From an optimization exercise on the open Yosys and OpenROAD flow, aimed at small area, a short achievable clock period and few clock cycles per item; shortcuts taken in it are not production practice. Only simulation tests tie the RTL to the original design; equivalence was not proved. Power figures rest on the tool's default switching activity, not on a simulated workload.

**flow/constraint.sdc**
```tcl
create_clock -name core_clock -period 6.5 [get_ports {clk}]
set_input_delay 1.3000 -clock core_clock [delete_from_list [all_inputs] [get_ports {clk}]]
set_output_delay 1.3000 -clock core_clock [all_outputs]
set_load 0.01 [all_outputs]
```
**flow/design.v**
```verilog
package dmem_pkg;
    localparam logic [1:0] SIZE_BYTE = 2'b00;
    localparam logic [1:0] SIZE_HALF = 2'b01;
    localparam logic [1:0] SIZE_WORD = 2'b10;
    localparam logic [1:0] SIZE_RSVD = 2'b11;
    typedef enum logic [1:0] {
        IDLE = 2'd0,
        WAIT = 2'd1,
        RESP = 2'd2
    } state_e;
    function automatic logic [3:0] lane_sel(input logic [1:0] size, input logic [1:0] off);
        case (size)
            SIZE_BYTE: lane_sel = 4'b0001 << off;
            SIZE_HALF: lane_sel = off[1] ? 4'b1100 : 4'b0011;
            SIZE_WORD: lane_sel = 4'b1111;
            default:   lane_sel = 4'b0000;
        endcase
    endfunction
    function automatic logic [2:0] size_bytes(input logic [1:0] size);
        case (size)
            SIZE_BYTE: size_bytes = 3'd1;
            SIZE_HALF: size_bytes = 3'd2;
            SIZE_WORD: size_bytes = 3'd4;
            default:   size_bytes = 3'd0;
        endcase
    endfunction
endpackage
module byte_lane_ram #(
    parameter int ROWS  = 64,
    parameter int ROW_W = 6
) (
    input  logic             clk,
    input  logic [ROW_W-1:0] row_i,
    input  logic [3:0]       we_i,
    input  logic [31:0]      wdata_i,
    output logic [31:0]      rdata_o
);
    logic [ROWS-1:0] row_hit;
    logic [31:0]     rows_q [ROWS];
    always_comb begin
        for (int r = 0; r < ROWS; r++) row_hit[r] = (row_i == ROW_W'(r));
    end
    genvar gr, gl;
    generate
        for (gr = 0; gr < ROWS; gr++) begin : g_row
            for (gl = 0; gl < 4; gl++) begin : g_lane
                always_ff @(posedge clk) begin
                    if (row_hit[gr] && we_i[gl]) begin
                        rows_q[gr][31-8*gl -: 8] <= wdata_i[31-8*gl -: 8];
                    end
                end
            end
        end
    endgenerate
    assign rdata_o = rows_q[row_i];
endmodule
import dmem_pkg::*;
module data_memory_ctrl #(
    parameter int ADDR_W      = 8,
    parameter int DEPTH_BYTES = 256,
    parameter int WAIT_CYCLES = 0
) (
    input  logic              clk,
    input  logic              rst,
    input  logic              req_valid,
    output logic              req_ready,
    input  logic              req_we,
    input  logic [1:0]        req_size,
    input  logic              req_signed,
    input  logic [ADDR_W-1:0] req_addr,
    input  logic [31:0]       req_wdata,
    output logic              rsp_valid,
    output logic [31:0]       rsp_rdata,
    output logic              rsp_err,
    input  logic [31:0]       alu_result,
    input  logic              mem_to_reg,
    output logic [31:0]       wb_data
);
    localparam int ROWS  = DEPTH_BYTES / 4;
    localparam int ROW_W = (ROWS > 1) ? $clog2(ROWS) : 1;
    localparam int SUM_W = ADDR_W + 3;
    logic              a_valid;
    logic              a_we;
    logic              a_signed;
    logic [1:0]        a_size;
    logic [ADDR_W-1:0] a_addr;
    logic [31:0]       a_wdata;
    logic        b_valid;
    logic        b_err;
    logic        b_zero;
    logic        b_signed;
    logic [1:0]  b_size;
    logic [1:0]  b_off;
    logic [31:0] b_rdata;
    logic        rsp_valid_q;
    logic        rsp_err_q;
    logic [31:0] rsp_rdata_q;
    logic [31:0] wb_q;
    logic             a_err;
    logic [SUM_W-1:0] end_addr;
    logic [3:0]       lane_we;
    logic [31:0]      lane_wdata;
    logic [31:0]      ram_rdata;
    logic [7:0]       sel_byte;
    logic [15:0]      sel_half;
    logic [31:0]      ext_data;
    assign req_ready = 1'b1;
    always_ff @(posedge clk or posedge rst) begin
        if (rst) a_valid <= 1'b0;
        else     a_valid <= req_valid;
    end
    always_ff @(posedge clk) begin
        a_we     <= req_we;
        a_signed <= req_signed;
        a_size   <= req_size;
        a_addr   <= req_addr;
        a_wdata  <= req_wdata;
    end
    always_comb begin
        end_addr = SUM_W'(a_addr) + SUM_W'(dmem_pkg::size_bytes(a_size));
        case (a_size)
            SIZE_BYTE: a_err = 1'b0;
            SIZE_HALF: a_err = a_addr[0];
            SIZE_WORD: a_err = (a_addr[1:0] != 2'b00);
            default:   a_err = 1'b1;
        endcase
        if (end_addr > SUM_W'(DEPTH_BYTES)) a_err = 1'b1;
    end
    always_comb begin
        lane_we = 4'b0000;
        if (a_valid && a_we && !a_err) lane_we = dmem_pkg::lane_sel(a_size, a_addr[1:0]);
        case (a_size)
            SIZE_BYTE: lane_wdata = {4{a_wdata[7:0]}};
            SIZE_HALF: lane_wdata = {2{a_wdata[15:0]}};
            default:   lane_wdata = a_wdata;
        endcase
    end
    byte_lane_ram #(
        .ROWS  (ROWS),
        .ROW_W (ROW_W)
    ) u_ram (
        .clk     (clk),
        .row_i   (a_addr[ROW_W+1:2]),
        .we_i    (lane_we),
        .wdata_i (lane_wdata),
        .rdata_o (ram_rdata)
    );
    always_ff @(posedge clk or posedge rst) begin
        if (rst) b_valid <= 1'b0;
        else     b_valid <= a_valid;
    end
    always_ff @(posedge clk) begin
        b_err    <= a_err;
        b_zero   <= a_err || a_we;
        b_signed <= a_signed;
        b_size   <= a_size;
        b_off    <= a_addr[1:0];
        b_rdata  <= ram_rdata;
    end
    always_comb begin
        case (b_off)
            2'd0:    sel_byte = b_rdata[31:24];
            2'd1:    sel_byte = b_rdata[23:16];
            2'd2:    sel_byte = b_rdata[15:8];
            default: sel_byte = b_rdata[7:0];
        endcase
        sel_half = b_off[1] ? b_rdata[15:0] : b_rdata[31:16];
        case (b_size)
            SIZE_BYTE: ext_data = {{24{b_signed & sel_byte[7]}}, sel_byte};
            SIZE_HALF: ext_data = {{16{b_signed & sel_half[15]}}, sel_half};
            default:   ext_data = b_rdata;
        endcase
    end
    always_ff @(posedge clk or posedge rst) begin
        if (rst) begin
            rsp_valid_q <= 1'b0;
            rsp_err_q   <= 1'b0;
            rsp_rdata_q <= 32'd0;
        end else begin
            rsp_valid_q <= b_valid;
            if (b_valid) begin
                rsp_err_q   <= b_err;
                rsp_rdata_q <= b_zero ? 32'd0 : ext_data;
            end
        end
    end
    always_ff @(posedge clk or posedge rst) begin
        if (rst) wb_q <= 32'd0;
        else     wb_q <= mem_to_reg ? rsp_rdata_q : alu_result;
    end
    assign rsp_valid = rsp_valid_q;
    assign rsp_rdata = rsp_rdata_q;
    assign rsp_err   = rsp_err_q;
    assign wb_data   = wb_q;
endmodule
```
**flow/run.sh**
```bash
#!/bin/bash
# synth_recipe.tcl (not shown) runs the flow's synth.tcl, then flattens the netlist and writes it again
# the make line also repeats each setting of config.mk as NAME=value (left out here)
make -C /OpenROAD-flow-scripts/flow DESIGN_CONFIG=/design/flow/config.mk WORK_HOME=/design/flow/orfs CLKGATE_MAP_FILE= SYNTH_SCRIPT=/design/flow/synth_recipe.tcl finish
```
**flow/config.mk**
```make
export PLATFORM = sky130hd
export DESIGN_NAME = data_memory_ctrl
export DESIGN_NICKNAME = data_memory_ctrl
export VERILOG_FILES = /design/flow/design.v
export SDC_FILE = /design/flow/constraint.sdc
export NUM_CORES = 4
export LEC_CHECK = 0
export CAP_MARGIN = 20
export CORE_MARGIN = 2
export CORE_UTILIZATION = 45
export SLEW_MARGIN = 20
```
==> run notes <==
kinds of logic after synthesis:
group                      share of synthesized area
DFF                                            0.793
and+or+nand+nor                               0.0674
AOI/OAI and AO/OA                             0.0987
buffers and inverters                         0.0182
muxes                                         0.0213
adders and majority gates                    0.00101
other                                      0.0000459
state kept, by name, indices dropped and copies added (netlist names):
name,count
wb_q,32
a_size,2
rsp_rdata_q,32
b_err,1
b_off,2
rsp_err_q,1
b_size,2
u_ram.rows_q,2048
a_addr,8
b_valid,1
a_wdata,32
rsp_valid_q,1
a_signed,1
b_rdata,32
a_we,1
b_zero,1
a_valid,1
b_signed,1
synth_stat cells (all sizes together), types with 8 or more instances:
cell type | n | share of area
nand4 | 135 | 0.010
a22oi | 723 | 0.066
a2111oi | 38 | 0.0045
nor4 | 64 | 0.0050
inv | 40 | 0.0018
nand2b | 28 | 0.0021
and4 | 8 | 0.00086
o211ai | 14 | 0.0013
o22ai | 10 | 0.00077
edfxtp | 2048 | 0.75
a21oi | 86 | 0.0053
o21ai | 41 | 0.0025
nor2 | 369 | 0.017
clkbuf | 191 | 0.0088
a31oi | 21 | 0.0016
a221oi | 16 | 0.0017
a222oi | 9 | 0.0011
nand2 | 166 | 0.0077
nand3 | 85 | 0.0052
a32oi | 27 | 0.0029
mux2i | 72 | 0.0088
buf | 110 | 0.0076
nor2b | 10 | 0.00077
and3 | 114 | 0.0088
mux2 | 89 | 0.012
dfxtp | 83 | 0.020
dfrtp | 68 | 0.021
nor3 | 70 | 0.0051
a22o | 58 | 0.0062
placed cells by master, fill, tap and decap left out, types with 42 or more instances in the layout:
| cell type | netlist | routed |
|---|---|---|
| a21oi_1 | 86 | 86 |
| a22o_1 | 58 | 58 |
| a22oi_1 | 723 | 723 |
| and3_1 | 113 | 113 |
| buf_4 | 5 | 373 |
| clkbuf_1 | 191 | 45 |
| clkbuf_16 | 0 | 218 |
| clkdlybuf4s50_1 | 0 | 145 |
| clkinv_1 | 1 | 43 |
| clkinv_2 | 0 | 43 |
| dfrtp_1 | 68 | 67 |
| dfxtp_1 | 83 | 67 |
| diode_2 | 0 | 47 |
| edfxtp_1 | 2048 | 2048 |
| mux2_2 | 89 | 89 |
| mux2i_1 | 72 | 70 |
| nand2_1 | 164 | 156 |
| nand3_1 | 85 | 85 |
| nand4_1 | 135 | 135 |
| nor2_1 | 361 | 327 |
| nor3_1 | 56 | 42 |
| nor4_1 | 63 | 60 |
how the worst max path moves through the flow:
stage / startpoint / end / slack (ns)
3_3_place_gp: a_size[0] / u_ram.rows_q[53][24] / 0.54
2_1_floorplan: a_wdata[0] / u_ram.rows_q[0][24] / 1.99
4_1_cts: a_size[0] / u_ram.rows_q[17][20] / 1.23
3_5_place_dp: a_size[0] / u_ram.rows_q[17][17] / 1.26
5_1_grt: a_size[0] / u_ram.rows_q[17][20] / 0.93
6_report: a_size[0] / u_ram.rows_q[17][20] / 0.93
final cells by class:
class / instances / area, um^2
inverters: 41 / 154
multi-input cells: 2342 / 16200
repair buffers: 524 / 4350
flip-flops and latches: 2199 / 64900
clock buffers: 275 / 5780
diodes: 47 / 118
well taps: 2370 / 2970
clock inverters: 128 / 1350
fillers: 14400 / 84900
metrics by stage:
step	util	power, mW	hold WS [ns]	worst slack (ns)
CTS	0.529	29.8	0.337	1.23
detailed placement	0.490	17.5	0.316	1.26
finish	0.530	30.0	0.336	0.933
floorplan	-	16.6	0.310	1.99
global route	0.529	30.5	0.342	0.931
global placement	0.489	17.5	0.315	0.540
report_power, final:
part | internal (mW) | total (mW) | switching (mW)
Combinational | 0.366 | 1.47 | 1.10
Clock | 7.07 | 12.7 | 5.64
Sequential | 15.7 | 15.9 | 0.212
Total | 23.1 | 30.0 | 6.95
per-layer routing:
| layer | vias to the layer above | global-route usage | part of all wire |
|---|---|---|---|
| li1 | 20700 | - | - |
| met2 | 7309 | 0.561 | 0.40 |
| met5 | - | 0.00468 | 0.0015 |
| met1 | 29000 | 0.499 | 0.32 |
| met3 | 1823 | 0.219 | 0.19 |
| met4 | 56 | 0.310 | 0.098 |
==> impl_results.md <==
* Status: complete, no violations
* DP Area at 88500 um^2
* Initial Util at 0.452
* CTS buffer count at between 200 and 250
* I/O pins at 147
* Yosys warning count at 3
* CTS tree: yes
* Power per cell area at ~310 nW/um^2
* Clock root buffer master: clkbuf_16
* Nets at 5406
* Post-DRT Antenna Nets at 0
* Synthesized area at about 82000 um^2
* Yosys reg bits at 2199
* CP Depth at 11
* Sequential area share after synthesis at 0.793
* Syn avg cell area at between 15 and 20 um^2
* Clk sink count at about 2200
* DRC Markers at 0
* R2R Setup Slk at between 0.9 and 1 ns
* Unrepaired setup endpoints after global routing: no
* Pin count of the biggest net entering global routing at between 60 and 70
* Clock Pin Slew Worst Setup and Hold Paths at ~0.070 ns
* Worst skew pair latency at between 0.9 and 1 ns
* Hold path depth at 0
* Core area at approximately 180000 um^2
* Final wirelength at approximately 390 mm
* Post-CTS Setup Bufs at 0
* Rows at about 160
* Total track usage at 0.415
* # placed instances at between 7000 and 8000
* Cell Count, Final, Fillers Out at 7926
* Final Hold Fails at 0
* Pleak at between 30 and 40 nW
* Die area at approximately 190000 um^2
* Area Growth Syn to Fin at 17.2%
* Vias in the first global route at approximately 52000
* Share of cells above drive strength 1 at 0.169
* CP top delay family: simple AND/OR/NAND/NOR gates
* Crit Path Class: register to register
* WP data arrival at 6.09 ns
* Detailed placement HPWL at 259 mm
* Worst hold endpoint: b_signed
* Hold_sp: a_signed
* Critical Path Start Type: register
* DR iter-0 viols at 13800
* Period minus WS final at between 5 and 6 ns
* Max clock buf depth at 3
* Hold-fix buffers at CTS at 0
* WP buf/inv at 2
* Asr flop ratio synth at 0.0309
* Die width at roughly 430 um
* Worst Reg-to-Reg Cells at 11
* DR vias at 58900
* Largest stage delay, worst path at between 1 and 1.5 ns
* Worst-path fanout max at 36
* DR WL/cell at approximately 50 um
* CP Cell Sequence: buf_4, nor2_1, ha_1, inv_1, fa_1, nor2b_1, o31ai_1, a211o_1, a211oi_2, nand2_2, nor2_1
* First drt pass iteration count at 7
* Layout Skew at 0.0574 ns
* R2R Path End: u_ram.rows_q[17][20]
* Synth cell types at 73
* Final instance area at about 96000 um^2
* Synth Flop Type: edfxtp_1
* VDD IR max at approximately 0.0003 V
* Setup TNS at 0 ns
* Crit Reg-Reg Startpoint: a_size[0]
* Critical Path End Type: register
* Max-cap violations at 0
* Req. time, crit path at 7.03 ns
* GP Congestion at roughly 1.1
* Net Count, Synth at ~5000
* Number of synthesized flops with an enable pin at slightly above 2000
* Most used cell along the critical path: nor2_1
* First-pass GRT wire length at approximately 500 mm
* Buffers added on ports at between 100 and 150
* Die Y at between 400 and 500 um
* Max-slew violation count at 0
* CTS H-tree depth at 4
* Vias/cell at approximately 7.4
* Max Clock Freq at approximately 180 MHz
* Worst Tran Pin Value at between 1 and 1.5 ns
* Worst rel slew slack at 0.0890
* Final period utilization at 0.856
* Initial antenna violation count at 55
* Post-CTS Resized at 0
* # setup viols final at 0
* Hold Path Class: register to register
* GRT overflow at 0
* Slowest-stage cell, CP: nor2_1
* Cells after Synth at about 5000
Testbench counts, summed over its fixed seeds: cycles 24,024, items 24,000.

## afterwards: timing with drivers on the ports
Ports are ideal in the flow. The routed layout listed here was re-timed in OpenROAD. Step 1 assumes that a clkbuf_16 drives the clock port and a buf_2 every other input. Step 2 times the ports against the registers' clock, not the clock port: input delays grow and output delays shrink by t, the midpoint of the rising clock arrivals with the driver on. a / b / c = ideal ports / drivers / drivers and shift; a / b = the first two.
t, ns: 0.994
setup slack, ns: 0.933 / 0.933 / 0.933
worst setup path at the end: register to register
After both steps setup and hold are still met in this run. The setup slack of this run moves by 0.000 ns with the drivers and by 0.000 ns with both steps.
